This design comes from an exercise in tuning for small area and a short achievable clock period on the open sky130 flow, not from production work. The RTL was checked by simulation tests, not by an equivalence proof against the original design. Power is estimated from default activity; no workload was simulated.

==> flow/design.v <==
module stack_bank #(
   parameter int WIDTH  = 32,
   parameter int DEPTH  = 16,
   parameter int STACKS = 4,
   localparam int SEL_W = (STACKS > 1) ? $clog2(STACKS) : 1,
   localparam int CNT_W = $clog2(DEPTH + 1)
) (
   input  logic             clock,
   input  logic             reset,
   input  logic             req,
   input  logic [1:0]       op,
   input  logic [SEL_W-1:0] sel,
   input  logic [WIDTH-1:0] din,
   input  logic             flush,
   output logic [WIDTH-1:0] dout,
   output logic             dout_valid,
   output logic             overflow,
   output logic             underflow,
   output logic [CNT_W-1:0] count,
   output logic             full,
   output logic             empty
);
   localparam int ADDR_W = $clog2(DEPTH);
   localparam logic [1:0] OP_PEEK    = 2'b00;
   localparam logic [1:0] OP_PUSH    = 2'b01;
   localparam logic [1:0] OP_POP     = 2'b10;
   localparam logic [1:0] OP_REPLACE = 2'b11;
   logic [STACKS-1:0] sel_hot;
   logic              do_op, push_req, pop_req, repl_req, rd_req;
   always_comb begin
      for (int s = 0; s < STACKS; s++) sel_hot[s] = (sel == SEL_W'(s));
      do_op    = req && !flush;
      push_req = do_op && (op == OP_PUSH);
      pop_req  = do_op && (op == OP_POP);
      repl_req = do_op && (op == OP_REPLACE);
      rd_req   = do_op && (op != OP_PUSH);
   end
   logic [CNT_W-1:0]  sp    [STACKS];
   logic [STACKS-1:0] emp_q;             
   logic [STACKS-1:0] s_full, s_empty;
   logic [WIDTH-1:0]  s_top [STACKS];    
   for (genvar s = 0; s < STACKS; s++) begin : g_stack
      logic [WIDTH-1:0] row_q [DEPTH];
      logic [DEPTH-1:0] dec;             
      logic             push_here, repl_here;
      assign s_full[s]  = sp[s][ADDR_W];
      assign s_empty[s] = emp_q[s];
      for (genvar k = 0; k < DEPTH; k++) begin : g_dec
         assign dec[k] = (sp[s][ADDR_W-1:0] == ADDR_W'(k));
      end
      logic [WIDTH-1:0] top_or [DEPTH+1];
      assign top_or[0] = '0;
      for (genvar i = 0; i < DEPTH; i++) begin : g_top
         assign top_or[i+1] = top_or[i] | ({WIDTH{dec[(i + 1) % DEPTH]}} & row_q[i]);
      end
      assign s_top[s] = top_or[DEPTH];
      assign push_here = sel_hot[s] && push_req;
      assign repl_here = sel_hot[s] && repl_req;
      for (genvar i = 0; i < DEPTH; i++) begin : g_row
         logic push_row, repl_row, row_we;
         if (i == 0) begin : g_first
            assign push_row = dec[0] && !s_full[s];
         end else begin : g_other
            assign push_row = dec[i];
         end
         if (i == DEPTH - 1) begin : g_last
            assign repl_row = s_full[s];
         end else begin : g_inner
            assign repl_row = dec[i + 1];
         end
         assign row_we = (push_here && push_row) || (repl_here && repl_row);
         always_ff @(posedge clock) begin
            if (row_we) row_q[i] <= din;
         end
      end
   end
   assign count = sp[sel];
   assign full  = s_full[sel];
   assign empty = s_empty[sel];
   always_ff @(posedge clock or posedge reset) begin
      if (reset) begin
         for (int s = 0; s < STACKS; s++) sp[s] <= '0;
         emp_q      <= '1;
         dout_valid <= 1'b0;
         overflow   <= 1'b0;
         underflow  <= 1'b0;
      end else begin
         for (int s = 0; s < STACKS; s++) begin
            if (sel_hot[s]) begin
               if (flush) begin
                  sp[s]    <= '0;
                  emp_q[s] <= 1'b1;
               end else if (push_req && !s_full[s]) begin
                  sp[s]    <= sp[s] + CNT_W'(1);
                  emp_q[s] <= 1'b0;
               end else if (pop_req && !s_empty[s]) begin
                  sp[s]    <= sp[s] - CNT_W'(1);
                  emp_q[s] <= (sp[s] == CNT_W'(1));
               end
            end
         end
         dout_valid <= rd_req && !empty;
         overflow   <= push_req && full;
         underflow  <= rd_req && empty;
      end
   end
   logic [WIDTH-1:0] rd_data;
   always_comb begin
      logic [WIDTH-1:0] acc;
      acc = '0;
      for (int s = 0; s < STACKS; s++)
         acc = acc | ({WIDTH{sel_hot[s]}} & s_top[s]);
      rd_data = acc;
   end
   always_ff @(posedge clock) begin
      dout <= rd_data;
   end
endmodule
clock: 4.5 ns
lec_check: 0
cap_margin: 20
core_margin: 2
core_utilization: 60
cts_buf_list: sky130_fd_sc_hd__clkbuf_16
cts_cluster_diameter: 80
cts_cluster_size: 25
setup_slack_margin: 2.0
slew_margin: 20
tns_end_percent: 5
standard.sh (not shown) runs the stock make flow with config.mk's settings and CLKGATE_MAP_FILE= SYNTH_SCRIPT=/design/flow/synth_recipe.tcl, a recipe that flattens the netlist after the stock synthesis.
==> flow/flow/run.sh <==
#!/bin/bash
# Own layout flow: the standard synthesis (for the register names and
# cell types), then a hand-mapped netlist of the same logic (flow/gen.py,
# control logic mapped by flow/map.tcl), then the standard layout steps
# from floorplan to finish on that netlist.
set -euo pipefail
cd "$(dirname "$0")/.."
W=$PWD
R=$W/orfs/results/$FLOW_PLATFORM/stack_bank/base
O=$W/orfs/objects/$FLOW_PLATFORM/stack_bank/base
LIB=$FLOW_HOME/platforms/$FLOW_PLATFORM/lib/sky130_fd_sc_hd__tt_025C_1v80.lib
YOSYS=$(command -v yosys || echo "$FLOW_HOME/../tools/install/yosys/bin/yosys")

bash standard.sh synth > "$W/std_synth.log" 2>&1
cp "$R/1_2_yosys.v" "$W/std_1_2_yosys.v"
python3 flow/gen.py "$W/std_1_2_yosys.v" "$W/hand.v" > "$W/gen.log" 2>&1
# every lpflow and probe cell: a superset of the platform's don't-use list
DONT_USE=$(grep -oE 'cell *\( *"?sky130_fd_sc_hd__(lpflow_[a-z0-9_]+|probec?_p_[0-9]+)' "$LIB" | sed -E 's/.*\( *"?//' | sort -u | tr '\n' ' ')
export DONT_USE
MAP_SRC=$W/hand.v MAP_OUT=$W/mapped.v LIB=$LIB \
  ABC_SCRIPT=$FLOW_HOME/scripts/abc_speed.script ABC_CONSTR=$O/abc.constr \
  "$YOSYS" -c flow/map.tcl > "$W/map.log" 2>&1
cp "$W/mapped.v" "$R/1_2_yosys.v"
rm -f "$R/1_synth.odb" "$R/1_synth.sdc"
bash standard.sh finish "BUFFER_PORTS_ARGS=-buffer_cell sky130_fd_sc_hd__buf_4" > "$W/std_finish.log" 2>&1
Other scripts of this flow, unchanged in this note and not shown: flow/flow/gen.py, flow/flow/map.tcl
Change:
SETUP_SLACK_MARGIN = 2.2   (was 2.0)
TNS_END_PERCENT = not set   (was 5)
Synthesized cell count is unchanged.
Routed wire length increases by 3.9%.
Final cell count rose by 4.0%.
First-iteration DRC count came out higher by 2.2%.
Clock power stays flat.
Via count rose by 4.5%.
Die area does not change.
Area after synthesis stays the same.
Worst setup slack gains 0.13 ns.
Critical path depth went down by 2.
Core utilization rises by 3.0 points.

==> port drivers added, routing unchanged <==
How much do the figures lean on ideal ports? The routed layouts below were timed once more, with nothing changed but the port constraints.
Step 1, drivers: a clkbuf_16 drives clock and a buf_2 each remaining input, both assumed.
Step 2 times the ports against the registers' clock, not the clock port: input delays grow and output delays shrink by t, the midpoint of the rising clock arrivals with the driver on.
a / b / c = no drivers / after step 1 / after step 2; a / b = the first two.
run | shift t [ns] | setup slack, ns | worst setup path after step 2
the first run | 0.818 | 1.517 / 1.517 / 0.815 | input to register
the second run | 0.810 | 1.649 / 1.630 / 0.837 | input to register
After both steps setup and hold are still met in every run listed. For the second run, which loses most, drivers alone change the setup slack by -0.019 ns; drivers and shift together by -0.812 ns.
